This is an optimization exercise on Yosys and OpenROAD, whose aim is small area and a short achievable clock period, not a production implementation.
The RTL was checked by simulation tests, not by an equivalence proof against the original design.
Power figures rest on the tool's default switching activity, not on a simulated workload.

### config.mk
export PLATFORM = sky130hd
export DESIGN_NAME = pool_ctrl
export DESIGN_NICKNAME = pool_ctrl
export VERILOG_FILES = /design/flow/design.v
export SDC_FILE = /design/flow/constraint.sdc
export NUM_CORES = 4
export LEC_CHECK = 0
export CAP_MARGIN = 20
export CORE_MARGIN = 2
export CORE_UTILIZATION = 40
export SLEW_MARGIN = 20
### constraint.sdc
create_clock -name core_clock -period 5.5 [get_ports {clk}]
set_input_delay 1.1000 -clock core_clock [delete_from_list [all_inputs] [get_ports {clk}]]
set_output_delay 1.1000 -clock core_clock [all_outputs]
set_load 0.01 [all_outputs]
### design.v
package pool_pkg;
    localparam int unsigned POOL_DATA_W = 32;
    localparam int unsigned POOL_MAX_W  = 64;
    localparam int unsigned POOL_DIM_W  = 7;
    typedef enum logic [1:0] {
        ST_IDLE  = 2'd0,
        ST_RUN   = 2'd1,
        ST_DRAIN = 2'd2,
        ST_DONE  = 2'd3
    } pool_state_e;
endpackage
module pool_line_buf #(
    parameter int unsigned DATA_W = 32,
    parameter int unsigned DEPTH  = 64,
    parameter int unsigned AW     = (DEPTH > 1) ? $clog2(DEPTH) : 1
) (
    input  logic              clk,
    input  logic              shift_i,
    input  logic [AW-2:0]     len_sel_i,    
    input  logic [DATA_W-1:0] din_i,
    output logic [DATA_W-1:0] dout_o
);
    localparam int unsigned NSEG = AW - 1;
    logic [DATA_W-1:0] seg_in [NSEG+1];
    assign seg_in[0] = din_i;
    for (genvar k = 0; k < NSEG; k++) begin : g_seg
        localparam int unsigned LEN = 2 << k;
        logic [DATA_W-1:0] sr [LEN];
        always_ff @(posedge clk) begin
            if (shift_i) begin
                sr[0] <= seg_in[k];
                for (int i = 1; i < LEN; i++) sr[i] <= sr[i-1];
            end
        end
        assign seg_in[k+1] = len_sel_i[k] ? sr[LEN-1] : seg_in[k];
    end
    logic [DATA_W-1:0] tail0_q, tail1_q;
    always_ff @(posedge clk) begin
        if (shift_i) begin
            tail0_q <= seg_in[NSEG];
            tail1_q <= tail0_q;
        end
    end
    assign dout_o = tail1_q;
endmodule
module pool_ctrl #(
    parameter int unsigned DATA_W = pool_pkg::POOL_DATA_W,
    parameter int unsigned MAX_W  = pool_pkg::POOL_MAX_W,
    parameter int unsigned DIM_W  = pool_pkg::POOL_DIM_W
) (
    input  logic              clk,
    input  logic              rst_n,
    input  logic              start,
    input  logic [DIM_W-1:0]  cfg_width,
    input  logic [DIM_W-1:0]  cfg_height,
    output logic              busy,
    output logic              done,
    output logic              cfg_err,
    input  logic [DATA_W-1:0] s_data,
    input  logic              s_valid,
    output logic              s_ready,
    output logic [DATA_W-1:0] k_d_in1,
    output logic [DATA_W-1:0] k_d_in2,
    output logic              k_in_valid,
    input  logic [DATA_W-1:0] k_d_out,
    input  logic              k_out_valid,
    output logic [DATA_W-1:0] m_data,
    output logic              m_valid
);
    localparam int unsigned AW = (MAX_W > 1) ? $clog2(MAX_W) : 1;
    logic run_q, drain_q, done_q, busy_q;
    logic run_d, drain_d, done_d;
    logic idle;
    logic [AW-2:0]      hw_m1_q;     
    logic [AW-1:0]      col_q;       
    logic [DIM_W-1:0]   row_q;       
    logic [AW-2:0]      rcol_q;      
    logic [DIM_W-2:0]   rrow_q;      
    logic               rdone_q;     
    logic              cfg_err_q;
    logic              kv_q;
    logic              mv_q;
    logic              shift_q;      
    logic [DATA_W-1:0] sd_q;         
    logic [DATA_W-1:0] md_q;
    logic cfg_ok;
    logic accept;
    logic odd_row;
    logic last_col;
    logic last_px;
    logic fwd;
    assign cfg_ok = !cfg_width[0] && !cfg_height[0]
                  && (cfg_width[DIM_W-1:1]  != '0)
                  && (cfg_height[DIM_W-1:1] != '0)
                  && (32'(cfg_width) <= MAX_W);
    assign idle     = !(run_q || drain_q || done_q);
    assign accept   = s_valid && run_q;
    assign odd_row  = !row_q[0];
    assign last_col = (col_q == '0);
    assign last_px  = last_col && (row_q == '0);
    assign fwd      = k_out_valid && busy_q && !rdone_q;
    assign run_d   = (idle && start && cfg_ok) || (run_q && !(accept && last_px));
    assign drain_d = (run_q && accept && last_px) || (drain_q && !rdone_q);
    assign done_d  = drain_q && rdone_q;
    always_ff @(posedge clk or negedge rst_n) begin
        if (!rst_n) begin
            run_q     <= 1'b0;
            drain_q   <= 1'b0;
            done_q    <= 1'b0;
            busy_q    <= 1'b0;
            cfg_err_q <= 1'b0;
            kv_q      <= 1'b0;
            mv_q      <= 1'b0;
        end else begin
            run_q     <= run_d;
            drain_q   <= drain_d;
            done_q    <= done_d;
            busy_q    <= run_d || drain_d;
            cfg_err_q <= idle && start && !cfg_ok;
            kv_q      <= accept && odd_row;
            mv_q      <= fwd;
        end
    end
    always_ff @(posedge clk) begin
        if (idle) begin
            hw_m1_q <= (AW-1)'(cfg_width[DIM_W-1:1] - 1'b1);
            col_q   <= AW'(cfg_width - 1'b1);
            row_q   <= cfg_height - 1'b1;
            rcol_q  <= (AW-1)'(cfg_width[DIM_W-1:1] - 1'b1);
            rrow_q  <= cfg_height[DIM_W-1:1] - 1'b1;
            rdone_q <= 1'b0;
        end else begin
            if (accept) begin
                if (last_col) begin
                    col_q <= {hw_m1_q, 1'b1};
                    row_q <= row_q - 1'b1;
                end else begin
                    col_q <= col_q - 1'b1;
                end
            end
            if (fwd) begin
                if (rcol_q == '0) begin
                    rcol_q <= hw_m1_q;
                    if (rrow_q == '0) rdone_q <= 1'b1;
                    else              rrow_q  <= rrow_q - 1'b1;
                end else begin
                    rcol_q <= rcol_q - 1'b1;
                end
            end
        end
    end
    always_ff @(posedge clk) begin
        shift_q <= accept;
        sd_q    <= s_data;
        md_q    <= k_d_out;
    end
    pool_line_buf #(
        .DATA_W (DATA_W),
        .DEPTH  (MAX_W),
        .AW     (AW)
    ) u_line_buf (
        .clk       (clk),
        .shift_i   (shift_q),
        .len_sel_i (hw_m1_q),
        .din_i     (sd_q),
        .dout_o    (k_d_in1)
    );
    assign s_ready    = run_q;
    assign busy       = busy_q;
    assign done       = done_q;
    assign cfg_err    = cfg_err_q;
    assign k_in_valid = kv_q;
    assign k_d_in2    = sd_q;
    assign m_valid    = mv_q;
    assign m_data     = md_q;
endmodule
### run.sh
#!/bin/bash
# synth_recipe.tcl (not shown) runs the flow's synth.tcl, then flattens the netlist and writes it again
# the make line also repeats each setting of config.mk as NAME=value (left out here)
make -C /OpenROAD-flow-scripts/flow DESIGN_CONFIG=/design/flow/config.mk WORK_HOME=/design/flow/orfs CLKGATE_MAP_FILE= SYNTH_SCRIPT=/design/flow/synth_recipe.tcl finish
==> results of run 1 <==
critical path: stages (launching register included):
cell                      delay [ns]
sky130_fd_sc_hd__dfrtp_1        0.41
sky130_fd_sc_hd__or3_1          0.79
sky130_fd_sc_hd__inv_1          0.66
sky130_fd_sc_hd__and2_1         0.38
sky130_fd_sc_hd__a21oi_1        0.15
sky130_fd_sc_hd__ha_1           0.28
sky130_fd_sc_hd__nor3b_1        0.29
sky130_fd_sc_hd__xor2_1         0.11
sky130_fd_sc_hd__nand2_1        0.07
sky130_fd_sc_hd__o21ai_0        0.10
per-layer routing:
layer	routed length [um]	global-route usage [%]	share of wire (%)	vias to the layer above
met1	48490	17.00	51	12960
li1	-	-	-	11490
met4	2243	4.011	2.4	0
met5	0	0	0	-
met2	39430	14.43	41	474
met3	4892	2.928	5.1	176
through the flow:
step	power, mW	instances
after floorplan	26.06	2684
after global placement	27.52	5071
after detailed placement	27.68	5071
after CTS	41.61	5449
after global routing	42.79	5449
final	40.90	5450
cells in the mapped netlist, drive strengths merged (19+ instances only):
cell type,n
o21ai,19
nor2,80
o21a,31
mux2,64
edfxtp,2077
nand2,52
o31a,33
o31ai,33
clkbuf,38
dfxtp,66
nand2b,31
nor2b,32
registers in the layout, summed over array words and instances, names as in the netlist:
register / cells
sd_q: 32
u_line_buf.g_seg.sr: 1984
rrow_q: 6
cfg_err_q: 1
hw_m1_q: 5
u_line_buf.tail1_q: 32
rcol_q: 5
drain_q: 1
u_line_buf.tail0_q: 32
run_q: 1
col_q: 6
md_q: 32
busy_q: 1
mv_q: 1
shift_q: 1
kv_q: 1
row_q: 7
done_q: 1
rdone_q: 1
area by class of cell:
class,instances,area [um2]
fill,13520,88330
sequential,2150,63870
clock buffer,264,5583
multi-input combinational,473,3252
tap,2204,2758
timing repair buffer,228,2364
clock inverter,114,1001
inverter,16,60.06
antenna,1,2.502
power by group:
group          switching, mW  total (mW)  internal (mW)  leakage (nW)
sequential              1.03        23.7           22.7          20.0
combinational           2.58        3.59           1.01          2.23
clock                   5.83        13.6           7.78          3.19
final timing paths:
check | to | depth (start not counted) | from | slack, ns
max | row_q[4] | 9 | run_q | 1.96
min | u_line_buf.g_seg[4].sr[7][19] | 0 | u_line_buf.g_seg[4].sr[6][19] | 0.41
max in group asynchronous | mv_q | 1 | rst_n | 4.62
min in group asynchronous | done_q | 1 | rst_n | 0.59
max reg2reg | row_q[4] | 9 | run_q | 1.96
min reg2reg | u_line_buf.g_seg[4].sr[7][19] | 0 | u_line_buf.g_seg[4].sr[6][19] | 0.41
cell families (layout without fill, tap and decap cells):
kind of cell	count (synthesis)	after routing	synth area share (%)
xor gates and xnor gates	26	26	0.3381
buffers and inverters	61	622	0.3474
DFF	2150	2150	94.82
and+or+nand+nor	229	229	1.652
muxes	69	69	1.144
other	0	1	0
AOI/OAI and AO/OA	140	140	1.527
adders and majority gates	9	9	0.1672
==> impl_metrics.sql, run 1 <==
INSERT INTO impl_metrics (metric_group, metric, value, unit) VALUES
('layout', 'drive_gt1_share', '12.48', '%'),
('pwr', 'pwr_density_cell', '518.4', 'nW/um2'),
('detailed_routing', 'drt_iter0_drc', '2408', ''),
('sta', 'timing.final.setup_violations', '0', ''),
('sta', 'hold_ws', '0.4066', 'ns'),
('yosys', 'synth.cell_area', '67350', 'um2'),
('global_route', 'globalRoute.totalOverflow', '0', ''),
('global_route', 'via_count_of_the_first_global_routing_pass', '24640', ''),
('global_route', 'grt_pass1_wl', '145600', 'um'),
('layout', 'post-route-cell-area', '78890', 'um2'),
('sta', 'fmax', '282.7', 'MHz'),
('yosys', 'post_synth_num_cell_types', '45', ''),
('worst_hold_path', 'hold_path.class', 'reg -> reg', ''),
('yosys', 'synthesis.instances', '2684', ''),
('yosys', 'netlist_top_cells_area', 'sky130_fd_sc_hd__edfxtp_1 (93%), sky130_fd_sc_hd__dfxtp_1 (2.0%), sky130_fd_sc_hd__mux2_2 (1.1%), sky130_fd_sc_hd__nor2_1 (0.45%), sky130_fd_sc_hd__o31a_1 (0.43%)', ''),
('sta', 'post-route-min-period', '3.537', 'ns'),
('floorplanning', 'chipHeight', '414.3', 'um'),
('place', 'place_hpwl', '47620', 'um'),
('clock_network', 'cts.repair.resized', '0', ''),
('yosys', 'synthDominantCellAreaShare', '92.60', '%'),
('layout', 'finish.utilization', '47.18', '%'),
('sta', 'final.setup.tns', '0', 'ns'),
('setup_path', 'timing_worst_setup_path_type', 'reg -> reg', ''),
('yosys', 'ys_ff_latch', '2150', ''),
('pwr', 'total_leakage_power', '25.41', 'nW'),
('setup_path', 'crit_path_start_kind', 'flop', ''),
('detailed_routing', 'drt_pass1_iterations', '5', ''),
('place', 'place_congestion', '0.7356', ''),
('layout', 'nNetsFinal', '3168', ''),
('sta', 'slew_headroom', '22.03', '%'),
('yosys', 'syn_nets', '2776', ''),
('sta', 'part_of_the_cycle_the_worst_path_needs', '64.31', '%'),
('detailed_routing', 'routed_via_density', '4.605', ''),
('sta', 'setup_ws', '1.963', 'ns'),
('run', 'drv_cap', '0', ''),
('global_route', 'pin_count_of_the_biggest_net_entering_global_routing', '183', ''),
('place', 'detailed_place.area', '72300', 'um2'),
('floorplanning', 'design.portCount', '185', ''),
('yosys', 'yosysWarningCount', '8', ''),
('setup_path', 'arrival', '4.05', 'ns'),
('floorplanning', 'die-area', '171700', 'um2'),
('yosys', 'postSynth.topFlopCell', 'sky130_fd_sc_hd__edfxtp_1', ''),
('yosys', 'synth_sequential_area_ratio', '94.82', '%'),
('clock_network', 'cts_hold_buf', '0', ''),
('place', 'pre_cts_slack', '1.971', 'ns'),
('place', 'io_buffers', '184', ''),
('floorplanning', 'initial_utilization', '40.28', '%'),
('global_route', 'grt_antenna_before_repair', '4', ''),
('sta', 'final.setup_skew', '0.02084', 'ns'),
('clock_network', 'cts_inserted_buffers', '207', ''),
('sta', 'tightestPinTransition', '1.160', 'ns'),
('clock_network', 'clkTransAtPathRegs', '0.06', 'ns'),
('layout', 'mostFrequentLayoutCell', 'sky130_fd_sc_hd__edfxtp_1', ''),
('sta', 'hold_viol', '0', ''),
('floorplanning', 'floorplan.core_area', '167200', 'um2'),
('sta', 'grt_setup_unrepaired', 'false', ''),
('clock_network', 'clock_path_buffers', '3', ''),
('detailed_routing', 'ant_nets', '0', ''),
('setup_path', 'timing.critical_path.required', '6.01', 'ns'),
('yosys', 'synthesis.area_per_instance', '25.09', 'um2'),
('layout', 'area.growth.synth_to_final', '17.13', '%'),
('detailed_routing', 'drc', '0', ''),
('outcome', 'outcome', 'complete, no violations', ''),
('clock_network', 'cts_tree', 'yes', ''),
('clock_network', 'cts.htree.levels', '4', ''),
('yosys', 'ys_async_sr_fraction', '0.3256', '%'),
('setup_path', 'critical_path.endpoint_type', 'flop', ''),
('floorplanning', 'fp_rows', '150', ''),
('detailed_routing', 'route.detailed.wl_per_inst', '17.44', 'um'),
('detailed_routing', 'totalWireLength', '95060', 'um'),
('layout', 'mostFrequentLayoutCells', 'sky130_fd_sc_hd__edfxtp_1 (2077), sky130_fd_sc_hd__clkbuf_16 (214), sky130_fd_sc_hd__clkdlybuf4s50_1 (184), sky130_fd_sc_hd__nor2_1 (80), sky130_fd_sc_hd__dfxtp_1 (65)', '');
==> run 2: changes to the inputs <==
--- a/design.v
+++ b/design.v
@@ -69,5 +69,5 @@
 );
     localparam int unsigned AW = (MAX_W > 1) ? $clog2(MAX_W) : 1;
-    logic run_q, drain_q, done_q, busy_q;
+    logic idle_q, run_q, drain_q, done_q, busy_q;
     logic run_d, drain_d, done_d;
     logic idle;
@@ -94,5 +94,5 @@
                   && (cfg_height[DIM_W-1:1] != '0)
                   && (32'(cfg_width) <= MAX_W);
-    assign idle     = !(run_q || drain_q || done_q);
+    assign idle     = idle_q;
     assign accept   = s_valid && run_q;
     assign odd_row  = !row_q[0];
@@ -105,4 +105,5 @@
     always_ff @(posedge clk or negedge rst_n) begin
         if (!rst_n) begin
+            idle_q    <= 1'b1;
             run_q     <= 1'b0;
             drain_q   <= 1'b0;
@@ -113,4 +114,5 @@
             mv_q      <= 1'b0;
         end else begin
+            idle_q    <= !(run_d || drain_d || done_d);
             run_q     <= run_d;
             drain_q   <= drain_d;
--- a/config.mk
+++ b/config.mk
@@ -9,3 +9,4 @@
 export CORE_MARGIN = 2
 export CORE_UTILIZATION = 40
+export SETUP_SLACK_MARGIN = 3.0
 export SLEW_MARGIN = 20
==> impl_metrics.sql, run 2 <==
INSERT INTO impl_metrics (metric_group, metric, value, unit) VALUES
('place', 'io_buffers', '184', ''),
('global_route', 'total_routing_usage_gr', '10.90', '%'),
('layout', 'drive_gt1_share', '19.00', '%'),
('detailed_routing', 'ant_nets', '0', ''),
('yosys', 'synthesis.instances', '2676', ''),
('yosys', 'post_synth_xor_area_fraction', '0.2969', '%'),
('detailed_routing', 'route.detailed.wl_per_inst', '17.50', 'um'),
('sta', 'hold_viol', '0', ''),
('layout', 'mostFrequentLayoutCell', 'sky130_fd_sc_hd__edfxtp_1', ''),
('sta', 'setup_ws', '2.927', 'ns'),
('layout', 'finish.utilization', '46.98', '%'),
('yosys', 'synthDominantCellAreaShare', '91.92', '%'),
('run', 'drv_cap', '0', ''),
('yosys', 'ys_async_sr_fraction', '0.3719', '%'),
('clock_network', 'clkTransAtPathRegs', '0.06', 'ns'),
('layout', 'area.growth.synth_to_final', '16.94', '%'),
('yosys', 'netlist.top_cell.by_area', 'sky130_fd_sc_hd__edfxtp_1', ''),
('worst_hold_path', 'hp-start', 'u_line_buf.g_seg[4].sr[1][18]', ''),
('pwr', 'vdd.ir_drop.worst', '407.1', 'uV'),
('pwr', 'pwr_density_cell', '494.0', 'nW/um2'),
('setup_path', 'depth_of_the_most_critical_reg_to_reg_path', '1', ''),
('clock_network', 'cts_tree', 'yes', ''),
('global_route', 'grt_pass1_wl', '146600', 'um'),
('yosys', 'post_synth_and_or_nand_nor_area_fraction', '1.737', '%'),
('sta', 'post-route-min-period', '2.573', 'ns'),
('layout', 'nNetsFinal', '3184', ''),
('pwr', 'total_leakage_power', '25.57', 'nW'),
('yosys', 'synth-adder-area-share', '0.1660', '%'),
('pwr', 'netSwitchingFraction', '22.42', '%'),
('yosys', 'compound_cell_area_share_of_the_yosys_netlist', '1.700', '%'),
('yosys', 'post_synth_num_cell_types', '50', ''),
('setup_path', 'critPathMaxFanout', '2', ''),
('yosys', 'syn_nets', '2768', ''),
('detailed_routing', 'routed_via_density', '4.596', ''),
('setup_path', 'critical_path.endpoint_type', 'output pin', ''),
('outcome', 'outcome', 'complete, no violations', ''),
('detailed_routing', 'drt_pass1_iterations', '7', ''),
('clock_network', 'clock_path_buffers', '3', ''),
('pwr', 'p_sw', '8.787', 'mW'),
('detailed_routing', 'num_vias', '25200', ''),
('setup_path', 'critical_path_buf_inv_count', '1', ''),
('setup_path', 'path_cells', 'buf_6', ''),
('setup_path', 'timing_worst_setup_path_type', 'reg -> out', ''),
('yosys', 'synth_enable_flop_cells', '2077', ''),
('layout', 'largest_register_ffs', '1984', ''),
('clock_network', 'cts_hold_buf', '0', ''),
('global_route', 'pin_count_of_the_biggest_net_entering_global_routing', '177', ''),
('floorplanning', 'die-area', '172900', 'um2'),
('sta', 'fmax', '388.6', 'MHz'),
('worst_hold_path', 'timing.hold.worst_path_depth', '0', ''),
('clock_network', 'cts.htree.levels', '4', ''),
('sta', 'final.setup_skew', '0.04710', 'ns'),
('worst_hold_path', 'hold_path.class', 'reg -> reg', ''),
('setup_path', 'crit_path_start_kind', 'flop', ''),
('yosys', 'netlist_top_cells_area', 'sky130_fd_sc_hd__edfxtp_1 (92%), sky130_fd_sc_hd__dfxtp_1 (1.9%), sky130_fd_sc_hd__mux2_4 (0.62%), sky130_fd_sc_hd__mux2_2 (0.61%), sky130_fd_sc_hd__o31ai_2 (0.46%)', ''),
('detailed_routing', 'drc', '0', ''),
('setup_path', 'timing.reg2reg.setup_slack', '3.20', 'ns'),
('layout', 'mostFrequentLayoutCells', 'sky130_fd_sc_hd__edfxtp_1 (2077), sky130_fd_sc_hd__clkbuf_16 (211), sky130_fd_sc_hd__buf_2 (89), sky130_fd_sc_hd__clkdlybuf4s50_1 (82), sky130_fd_sc_hd__nor2_1 (53)', ''),
('setup_path', 'crit-reg2reg-launch', 'shift_q', ''),
('floorplanning', 'floorplan.core_area', '168900', 'um2'),
('floorplanning', 'initial_utilization', '40.17', '%'),
('pwr', 'power.internal', '30.41', 'mW'),
('floorplanning', 'design.portCount', '185', ''),
('setup_path', 'worst_path_dominant_cell_family', 'flip-flops', ''),
('setup_path', 'crit_reg_reg_endpoint', 'u_line_buf.g_seg[4].sr[13][0]', ''),
('setup_path', 'timing.critical_path.required', '4.40', 'ns'),
('detailed_routing', 'drt_iter0_drc', '2358', ''),
('pwr', 'sequential_share_of_power', '56.5', '%'),
('clock_network', 'clk_latency', '0.83', 'ns'),
('place', 'pre_cts_slack', '2.515', 'ns'),
('sta', 'tightestPinTransition', '0.9911', 'ns'),
('pwr', 'comb_power_share', '7.2', '%'),
('yosys', 'synth_mux_area_share', '1.484', '%'),
('yosys', 'synth.cell_area', '67850', 'um2'),
('yosys', 'yosysWarningCount', '8', ''),
('sta', 'timing.final.max_slew_violations', '0', ''),
('floorplanning', 'chipWidth', '415.9', 'um'),
('yosys', 'dominant_combinational_cell_family_by_area_after_synthesis', 'simple AND/OR/NAND/NOR gates', ''),
('place', 'place_hpwl', '47960', 'um'),
('sta', 'slew_headroom', '33.93', '%'),
('layout', 'largest-register', 'u_line_buf.g_seg.sr', ''),
('global_route', 'grt_antenna_before_repair', '3', ''),
('setup_path', 'arrival', '1.47', 'ns'),
('setup_path', 'cp_slowest_stage_delay', '0.49', 'ns'),
('clock_network', 'clock_tree_root', 'sky130_fd_sc_hd__clkbuf_16', ''),
('yosys', 'ys_ff_latch', '2151', ''),
('clock_network', 'cts_sink_cnt', '2151', ''),
('sta', 'grt_setup_unrepaired', 'true', ''),
('sta', 'final.setup.tns', '0', 'ns'),
('global_route', 'globalRoute.totalOverflow', '0', ''),
('yosys', 'synth_sequential_area_ratio', '94.16', '%'),
('yosys', 'postSynth.topFlopCell', 'sky130_fd_sc_hd__edfxtp_1', ''),
('sta', 'hold_ws', '0.3808', 'ns'),
('sta', 'part_of_the_cycle_the_worst_path_needs', '46.79', '%'),
('place', 'place_congestion', '0.7149', ''),
('clock_network', 'cts_inserted_buffers', '210', ''),
('pwr', 'clockPowerShare', '36.2', '%'),
('floorplanning', 'chipHeight', '415.9', 'um'),
('floorplanning', 'fp_rows', '151', ''),
('place', 'place.detailed.instances', '5074', ''),
('yosys', 'synthesis.area_per_instance', '25.36', 'um2'),
('setup_path', 'worst_path_max_delay_cell', 'sky130_fd_sc_hd__dfrtp_2', ''),
('layout', 'final-instance-count-excl-fill', '5482', ''),
('yosys', 'synth_commonest_cells', 'sky130_fd_sc_hd__edfxtp_1 (2077), sky130_fd_sc_hd__dfxtp_1 (66), sky130_fd_sc_hd__nor2_1 (53)', ''),
('detailed_routing', 'totalWireLength', '95910', 'um'),
('yosys', 'synth_most_common_cell', 'sky130_fd_sc_hd__edfxtp_1', ''),
('sta', 'timing.final.setup_violations', '0', ''),
('worst_hold_path', 'worstHoldEndpoint', 'u_line_buf.g_seg[4].sr[2][18]', ''),
('global_route', 'via_count_of_the_first_global_routing_pass', '24560', '');
## run 2: worst max path at each step
stage                            start                      endpoint  depth (start not counted)
after floorplan                shift_q  u_line_buf.g_seg[0].sr[0][0]                          0
after global placement    cfg_width[2]                      col_q[5]                          7
after detailed placement  cfg_width[1]                        idle_q                          7
after CTS                       busy_q                          busy                          1
after global routing            busy_q                          busy                          1
final                           busy_q                          busy                          1
## run 2: metal layers
layer | global-route usage (%) | part of all wire, %
met2 | 14.56 | 42
met3 | 2.844 | 4.9
met5 | 0 | 0
met4 | 4.092 | 2.4
met1 | 17.00 | 51
## run 2: timing repair
item / CTS / global route
setup endpoints to repair: 103 / 29
gates resized for setup: 455 / 4
buffers inserted: 24 / 0
## run 2: kinds of logic (layout without fill, tap and decap cells)
kind of cell / Yosys count / count (layout)
AO/OA/AOI/OAI: 132 / 132
XOR/XNOR: 23 / 23
adder cells (fa/ha/maj): 9 / 9
buffers and inverters: 56 / 643
flip-flops: 2151 / 2151
multiplexers: 82 / 82
other: 0 / 1
AND/OR/NAND/NOR: 223 / 223
## run 2: metrics by stage
step	power (mW)	cell area [um2]
2_1_floorplan	25.56	67860
3_3_place_gp	25.27	72670
3_5_place_dp	25.41	72670
4_1_cts	39.85	79320
5_1_grt	40.90	79340
6_report	39.20	79350
## run 2: final cells by class
class / instances / area, um2
Tap cell: 2218 / 2775
Timing Repair Buffer: 246 / 2041
Clock buffer: 264 / 5509
Inverter: 14 / 52.55
Fill cell: 13860 / 89560
Multi-Input combinational cell: 469 / 3654
Sequential cell: 2151 / 63950
Antenna cell: 1 / 2.502
Clock inverter: 119 / 1359
## run 2: power groups by stage
stage / registers, mW / logic, mW / clock network (mW)
floorplan: 24.5 / 1.05 / 0
detailed placement: 22.5 / 2.94 / 0
global placement: 22.4 / 2.86 / 0
global route: 22.4 / 3.16 / 15.4
finish: 22.2 / 2.84 / 14.2
CTS: 22.2 / 2.92 / 14.7
==> run 3: changes to the inputs <==
--- a/config.mk
+++ b/config.mk
@@ -9,4 +9,6 @@
 export CORE_MARGIN = 2
 export CORE_UTILIZATION = 40
+export CTS_BUF_LIST = sky130_fd_sc_hd__clkbuf_4 sky130_fd_sc_hd__clkbuf_8
+export CTS_CLUSTER_SIZE = 30
 export SETUP_SLACK_MARGIN = 3.0
 export SLEW_MARGIN = 20
==> impl_metrics.sql, run 3 <==
INSERT INTO impl_metrics (metric_group, metric, value, unit) VALUES
('clock_network', 'clock_path_buffers', '4', ''),
('setup_path', 'timing.critical_path.required', '4.40', 'ns'),
('yosys', 'synth_commonest_cells', 'sky130_fd_sc_hd__edfxtp_1 (2077), sky130_fd_sc_hd__dfxtp_1 (66), sky130_fd_sc_hd__nor2_1 (53)', ''),
('global_route', 'grt_pass1_wl', '150000', 'um'),
('yosys', 'netlist_top_cells_area', 'sky130_fd_sc_hd__edfxtp_1 (92%), sky130_fd_sc_hd__dfxtp_1 (1.9%), sky130_fd_sc_hd__mux2_4 (0.62%), sky130_fd_sc_hd__mux2_2 (0.61%), sky130_fd_sc_hd__o31ai_2 (0.46%)', ''),
('pwr', 'pwr_density_cell', '481.5', 'nW/um2'),
('setup_path', 'critical_path_buf_inv_count', '1', ''),
('layout', 'largest-register', 'u_line_buf.g_seg.sr', ''),
('outcome', 'outcome', 'complete, no violations', ''),
('setup_path', 'crit-reg2reg-launch', 'hw_m1_q[1]', ''),
('yosys', 'synthDominantCellAreaShare', '91.92', '%'),
('clock_network', 'clk_latency', '1.00', 'ns'),
('sta', 'part_of_the_cycle_the_worst_path_needs', '49.71', '%'),
('detailed_routing', 'drt_pass1_iterations', '5', ''),
('yosys', 'synth_most_common_cell', 'sky130_fd_sc_hd__edfxtp_1', ''),
('clock_network', 'cts_tree', 'yes', ''),
('global_route', 'globalRoute.totalOverflow', '0', ''),
('detailed_routing', 'routed_via_density', '4.551', ''),
('yosys', 'synth_sequential_area_ratio', '94.16', '%'),
('setup_path', 'crit_reg_reg_endpoint', 'u_line_buf.g_seg[4].sr[0][4]', ''),
('setup_path', 'endpoint', 'busy', ''),
('clock_network', 'cts.htree.levels', '5', ''),
('setup_path', 'depth_of_the_most_critical_reg_to_reg_path', '4', ''),
('setup_path', 'timing_worst_setup_path_type', 'reg -> out', ''),
('yosys', 'synthesis.instances', '2676', ''),
('place', 'place_hpwl', '47960', 'um'),
('floorplanning', 'chipHeight', '415.9', 'um'),
('global_route', 'via_count_of_the_first_global_routing_pass', '26080', ''),
('layout', 'nNetsFinal', '3343', ''),
('floorplanning', 'floorplan.core_area', '168900', 'um2'),
('yosys', 'ys_async_sr_fraction', '0.3719', '%'),
('setup_path', 'critical_path.endpoint_type', 'output pin', ''),
('sta', 'post-route-min-period', '2.734', 'ns'),
('global_route', 'pin_count_of_the_biggest_net_entering_global_routing', '177', ''),
('worst_hold_path', 'hold_path.class', 'reg -> reg', ''),
('layout', 'post-route-cell-area', '79540', 'um2'),
('clock_network', 'cts_inserted_buffers', '361', ''),
('yosys', 'syn_nets', '2768', ''),
('place', 'pre_cts_slack', '2.515', 'ns'),
('layout', 'largest_register_ffs', '1984', ''),
('layout', 'area.growth.synth_to_final', '17.22', '%'),
('sta', 'timing.final.max_slew_violations', '0', ''),
('setup_path', 'timing.reg2reg.setup_slack', '3.20', 'ns'),
('yosys', 'synth_enable_flop_cells', '2077', ''),
('sta', 'tightestPinTransition', '0.9960', 'ns'),
('detailed_routing', 'ant_nets', '0', ''),
('detailed_routing', 'drt_iter0_drc', '2195', ''),
('yosys', 'ys_ff_latch', '2151', ''),
('floorplanning', 'chipWidth', '415.9', 'um'),
('sta', 'final.setup_skew', '0.05716', 'ns'),
('setup_path', 'worst-path-stages', '1', ''),
('setup_path', 'path_cells', 'buf_6', ''),
('setup_path', 'startpoint', 'busy_q', ''),
('global_route', 'total_routing_usage_gr', '11.15', '%'),
('layout', 'multiInputGateArea', '3654', 'um2'),
('yosys', 'post_synth_num_cell_types', '50', ''),
('sta', 'timing.final.setup_violations', '0', ''),
('floorplanning', 'die-area', '172900', 'um2'),
('floorplanning', 'design.portCount', '185', ''),
('global_route', 'grt_antenna_before_repair', '5', ''),
('sta', 'fmax', '365.8', 'MHz'),
('yosys', 'netlist.top_cell.by_area', 'sky130_fd_sc_hd__edfxtp_1', ''),
('clock_network', 'clkTransAtPathRegs', '0.06', 'ns'),
('floorplanning', 'fp_rows', '151', ''),
('run', 'drv_cap', '0', ''),
('sta', 'slew_headroom', '33.60', '%'),
('detailed_routing', 'totalWireLength', '98460', 'um'),
('layout', 'num-fill-cells', '13870', ''),
('yosys', 'yosysWarningCount', '8', ''),
('sta', 'hold_viol', '0', ''),
('detailed_routing', 'num_vias', '26050', ''),
('detailed_routing', 'drc', '0', ''),
('setup_path', 'worst_path_dominant_cell_family', 'flip-flops', ''),
('place', 'io_buffers', '184', ''),
('clock_network', 'cts_sink_cnt', '2151', ''),
('yosys', 'synth.cell_area', '67850', 'um2'),
('place', 'place_congestion', '0.7149', ''),
('setup_path', 'cp_slowest_stage_delay', '0.48', 'ns'),
('pwr', 'total_leakage_power', '25.94', 'nW'),
('layout', 'mostFrequentLayoutCells', 'sky130_fd_sc_hd__edfxtp_1 (2077), sky130_fd_sc_hd__clkbuf_8 (377), sky130_fd_sc_hd__clkbuf_4 (105), sky130_fd_sc_hd__clkdlybuf4s50_1 (82), sky130_fd_sc_hd__clkinv_1 (79)', ''),
('sta', 'grt_setup_unrepaired', 'true', ''),
('place', 'detailed_place.area', '72670', 'um2'),
('clock_network', 'clock_tree_root', 'sky130_fd_sc_hd__clkbuf_8', ''),
('yosys', 'synthesis.area_per_instance', '25.36', 'um2'),
('setup_path', 'worst_path_max_delay_cell', 'sky130_fd_sc_hd__dfrtp_2', ''),
('pwr', 'vdd.ir_drop.worst', '268.4', 'uV'),
('detailed_routing', 'route.detailed.wl_per_inst', '17.20', 'um'),
('sta', 'setup_ws', '2.766', 'ns'),
('sta', 'final.setup.tns', '0', 'ns'),
('setup_path', 'crit_path_start_kind', 'flop', ''),
('floorplanning', 'initial_utilization', '40.17', '%'),
('setup_path', 'critPathMaxFanout', '2', ''),
('setup_path', 'arrival', '1.63', 'ns'),
('layout', 'mostFrequentLayoutCell', 'sky130_fd_sc_hd__edfxtp_1', ''),
('layout', 'drive_gt1_share', '25.01', '%'),
('layout', 'flip_flop_and_latch_area', '63970', 'um2'),
('yosys', 'postSynth.topFlopCell', 'sky130_fd_sc_hd__edfxtp_1', '');
-- run 3: kinds of logic (layout without fill, tap and decap cells) --
logic type	after synthesis	count (layout)	share of synthesized area, %
buffers and inverters	56	882	0.4536
AND/OR/NAND/NOR	223	223	1.737
XOR/XNOR	23	23	0.2969
multiplexers	82	82	1.484
adder cells (fa/ha/maj)	9	9	0.1660
AO/OA/AOI/OAI	132	132	1.700
other	0	4	0
flip-flops	2151	2151	94.16
-- run 3: where the power goes --
part / total [mW] / leakage, nW / switching, mW / internal, mW
combinational: 2.86 / 2.62 / 2.07 / 0.799
sequential: 22.2 / 19.7 / 0.778 / 21.4
clock: 13.3 / 3.58 / 5.92 / 7.34
-- run 3: how the worst min path moves through the flow --
stage	start	to	slack (ns)	depth (start not counted)
after global placement	u_line_buf.g_seg[4].sr[3][7]	u_line_buf.g_seg[4].sr[4][7]	0.40	0
after detailed placement	u_line_buf.g_seg[0].sr[0][10]	u_line_buf.g_seg[0].sr[1][10]	0.40	0
final	u_line_buf.g_seg[3].sr[8][21]	u_line_buf.g_seg[3].sr[9][21]	0.39	0
after floorplan	u_line_buf.g_seg[0].sr[0][0]	u_line_buf.g_seg[0].sr[1][0]	0.40	0
after CTS	rst_n	drain_q	0.27	1
after global routing	rst_n	drain_q	0.32	1
-- run 3: metal layers --
| layer | up-vias | GRT usage (%) | share of wire, % |
|---|---|---|---|
| met3 | 221 | 3.699 | 5.7 |
| met4 | 0 | 4.431 | 2.5 |
| met2 | 615 | 14.77 | 42 |
| met5 | - | 0 | 0 |
| met1 | 13340 | 16.85 | 50 |
| li1 | 11880 | - | - |
-- run 3: layout make-up --
cell class | instances | area share [%]
clock buffers | 482 | 7.515
well taps | 2218 | 3.489
repair buffers | 254 | 2.940
inverters | 14 | 0.06607
flip-flops and latches | 2151 | 80.43
clock inverters | 132 | 0.9580
multi-input cells | 469 | 4.593
diodes | 4 | 0.01258
-- run 3: timing repair --
item | 4_1_cts | 5_1_grt
gates resized for setup | 493 | 21
endpoints found under the setup margin | 104 | 102
buffers inserted | 32 | 0
hold buffers | 0 | 0
hold endpoints to repair | 0 | 0
-- run 3: metrics by stage --
step	total power, mW	utilization [%]	instances	hold slack, ns
final	38.30	47.09	5724	0.3856
after global routing	40.13	47.09	5722	0.3186
after CTS	39.01	47.03	5720	0.2689
after detailed placement	25.41	43.02	5074	0.4045
after global placement	25.27	43.02	5074	0.4001
after floorplan	25.56	-	2676	0.4003
==> run 4: changes to the inputs <==
--- a/config.mk
+++ b/config.mk
@@ -8,7 +8,5 @@
 export CAP_MARGIN = 20
 export CORE_MARGIN = 2
-export CORE_UTILIZATION = 40
-export CTS_BUF_LIST = sky130_fd_sc_hd__clkbuf_4 sky130_fd_sc_hd__clkbuf_8
-export CTS_CLUSTER_SIZE = 30
-export SETUP_SLACK_MARGIN = 3.0
+export CORE_UTILIZATION = 65
+export SETUP_SLACK_MARGIN = 3.2
 export SLEW_MARGIN = 20
==> impl_metrics.sql, run 4 <==
INSERT INTO impl_metrics (metric_group, metric, value, unit) VALUES
('clock_network', 'cts_inserted_buffers', '195', ''),
('yosys', 'synth.cell_area', '67850', 'um2'),
('global_route', 'via_count_of_the_first_global_routing_pass', '24830', ''),
('worst_hold_path', 'hold_path.class', 'reg -> reg', ''),
('layout', 'largest-register', 'u_line_buf.g_seg.sr', ''),
('yosys', 'post_synth_num_cell_types', '50', ''),
('layout', 'n_antenna_cell', '0', ''),
('place', 'place_congestion', '0.7825', ''),
('global_route', 'grt_pass1_wl', '143500', 'um'),
('outcome', 'outcome', 'complete, no violations', ''),
('global_route', 'pin_count_of_the_biggest_net_entering_global_routing', '189', ''),
('global_route', 'total_routing_usage_gr', '17.47', '%'),
('clock_network', 'clk_latency', '0.76', 'ns'),
('layout', 'multiInputGateArea', '3665', 'um2'),
('detailed_routing', 'drt_iter0_drc', '2648', ''),
('setup_path', 'arrival', '1.38', 'ns'),
('yosys', 'postSynth.topFlopCell', 'sky130_fd_sc_hd__edfxtp_1', ''),
('yosys', 'ys_async_sr_fraction', '0.3719', '%'),
('run', 'drv_cap', '0', ''),
('pwr', 'pwr_density_cell', '484.1', 'nW/um2'),
('sta', 'timing.final.setup_violations', '0', ''),
('clock_network', 'clock_tree_root', 'sky130_fd_sc_hd__clkbuf_16', ''),
('setup_path', 'critical_path_buf_inv_count', '1', ''),
('detailed_routing', 'num_vias', '25190', ''),
('sta', 'hold_viol', '0', ''),
('layout', 'flip_flop_and_latch_area', '63990', 'um2'),
('layout', 'area.growth.synth_to_final', '14.74', '%'),
('clock_network', 'clkTransAtPathRegs', '0.06', 'ns'),
('yosys', 'synthesis.instances', '2676', ''),
('pwr', 'total_leakage_power', '25.34', 'nW'),
('yosys', 'synth_commonest_cells', 'sky130_fd_sc_hd__edfxtp_1 (2077), sky130_fd_sc_hd__dfxtp_1 (66), sky130_fd_sc_hd__nor2_1 (53)', ''),
('detailed_routing', 'drt_pass1_iterations', '5', ''),
('global_route', 'globalRoute.totalOverflow', '0', ''),
('setup_path', 'worst_path_max_delay_cell', 'sky130_fd_sc_hd__edfxtp_1', ''),
('floorplanning', 'die-area', '107000', 'um2'),
('floorplanning', 'chipWidth', '327.1', 'um'),
('layout', 'mostFrequentLayoutCell', 'sky130_fd_sc_hd__edfxtp_1', ''),
('setup_path', 'critPathMaxFanout', '1', ''),
('floorplanning', 'fp_rows', '118', ''),
('sta', 'hold_ws', '0.4063', 'ns'),
('yosys', 'ys_ff_latch', '2151', ''),
('sta', 'post-route-min-period', '2.482', 'ns'),
('clock_network', 'cts_tree', 'yes', ''),
('setup_path', 'crit_path_start_kind', 'flop', ''),
('detailed_routing', 'routed_via_density', '5.454', ''),
('layout', 'nNetsFinal', '3179', ''),
('setup_path', 'critical_path.endpoint_type', 'output pin', ''),
('layout', 'mostFrequentLayoutCells', 'sky130_fd_sc_hd__edfxtp_1 (2077), sky130_fd_sc_hd__clkbuf_16 (206), sky130_fd_sc_hd__clkdlybuf4s50_1 (82), sky130_fd_sc_hd__nor2_1 (53), sky130_fd_sc_hd__clkinv_1 (53)', ''),
('yosys', 'synthDominantCellAreaShare', '91.92', '%'),
('layout', 'largest_register_ffs', '1984', ''),
('sta', 'final.setup.tns', '0', 'ns'),
('place', 'io_buffers', '184', ''),
('layout', 'drive_gt1_share', '18.44', '%'),
('floorplanning', 'design.portCount', '185', ''),
('sta', 'grt_setup_unrepaired', 'true', ''),
('floorplanning', 'chipHeight', '327.1', 'um'),
('detailed_routing', 'drc', '0', ''),
('clock_network', 'cts.htree.levels', '4', ''),
('yosys', 'synth_enable_flop_cells', '2077', ''),
('sta', 'timing.final.max_slew_violations', '0', ''),
('sta', 'slew_headroom', '31.75', '%'),
('sta', 'fmax', '402.9', 'MHz'),
('global_route', 'grt_antenna_before_repair', '0', ''),
('clock_network', 'clock_path_buffers', '3', ''),
('setup_path', 'path_cells', 'buf_2', ''),
('detailed_routing', 'totalWireLength', '93020', 'um'),
('floorplanning', 'floorplan.core_area', '103500', 'um2'),
('setup_path', 'timing.critical_path.required', '4.40', 'ns'),
('detailed_routing', 'ant_nets', '0', ''),
('clock_network', 'cts_sink_cnt', '2151', ''),
('yosys', 'syn_nets', '2768', '');
[run 4: cell counts after synthesis]
No cell type changed its count.
[run 4: metal layers]
metal / global-route usage (%) / wire [um] / share of wire (%)
met2: 23.76 / 39910 / 43
met5: 0 / 0 / 0
met3: 3.433 / 4329 / 4.7
met4: 6.173 / 2137 / 2.3
met1: 28.88 / 46640 / 50
[run 4: cell type report]
class | count | share of cell area [%]
tap | 1380 | 2.218
clock buffer | 255 | 6.909
inverter | 14 | 0.06749
timing repair buffer | 256 | 3.114
multi-input combinational | 469 | 4.707
clock inverter | 93 | 0.7955
sequential | 2151 | 82.19
[run 4: final timing paths]
kind | from | cells past startpoint | slack [ns] | endpoint
min reg2reg | u_line_buf.g_seg[2].sr[6][2] | 0 | 0.41 | u_line_buf.g_seg[2].sr[7][2]
max in group asynchronous | rst_n | 1 | 4.55 | idle_q
min | u_line_buf.g_seg[2].sr[6][2] | 0 | 0.41 | u_line_buf.g_seg[2].sr[7][2]
max | u_line_buf.tail1_q[0] | 1 | 3.02 | k_d_in1[0]
min in group asynchronous | rst_n | 1 | 0.63 | mv_q
max reg2reg | rcol_q[0] | 5 | 3.32 | rrow_q[5]
[run 4: metrics by stage]
step	cell area [um2]	cells	utilization [%]	setup WS [ns]	total power, mW
6_report	77860	4618	75.23	3.018	37.69
5_1_grt	77860	4618	75.23	2.950	39.20
4_1_cts	77730	4614	75.11	2.909	38.13
3_5_place_dp	71640	4234	69.22	2.595	25.39
3_3_place_gp	71640	4234	69.22	2.588	25.15
2_1_floorplan	67860	2676	-	-9.304	25.56
[run 4: cell families after synthesis]
| logic type | share of synthesized area, % |
|---|---|
| AND/OR/NAND/NOR | 1.737 |
| XOR/XNOR | 0.2969 |
| buffers and inverters | 0.4536 |
| AO/OA/AOI/OAI | 1.700 |
| flip-flops | 94.16 |
| adder cells (fa/ha/maj) | 0.1660 |
| multiplexers | 1.484 |
[run 4: power breakdown]
| part | internal [mW] | switching, mW |
|---|---|---|
| combinational | 0.828 | 2.12 |
| sequential | 21.4 | 0.744 |
| clock | 7.21 | 5.41 |
[run 4: timing repair]
| item | in CTS | in global routing |
|---|---|---|
| resized for setup | 502 | 22 |
| setup endpoints to repair | 396 | 115 |
| setup buffers | 32 | 4 |

## re-timing with driven ports
How much do the figures lean on ideal ports? The routed layouts below were timed once more, with nothing changed but the port constraints. Step 1, drivers: a clkbuf_16 drives clk and a buf_2 each remaining input, both assumed. Step 2 adds t to the input delays and takes it off the output delays; t is the mean of the earliest and latest rising clock arrival at the registers after step 1. Input paths then give back, and output paths get back, about the clock's delay inside the block. Slacks: ideal / step 1 / step 2; pairs: ideal / step 1.
| run | t (ns) | slack for setup (ns) | pins driven straight from the clock port |
|---|---|---|---|
| run 1 | 0.866 | 1.963 / 1.963 / 1.963 | 1 |
| run 2 | 0.875 | 2.927 / 2.857 / 2.428 | 1 |
| run 3 | 1.036 | 2.766 / 2.698 / 2.415 | 1 |
| run 4 | 0.826 | 3.018 / 2.947 / 2.520 | 1 |
After both steps setup and hold are still met in every run listed. The setup slack of run 2, which loses most, moves by -0.070 ns with the drivers and by -0.499 ns with both steps.
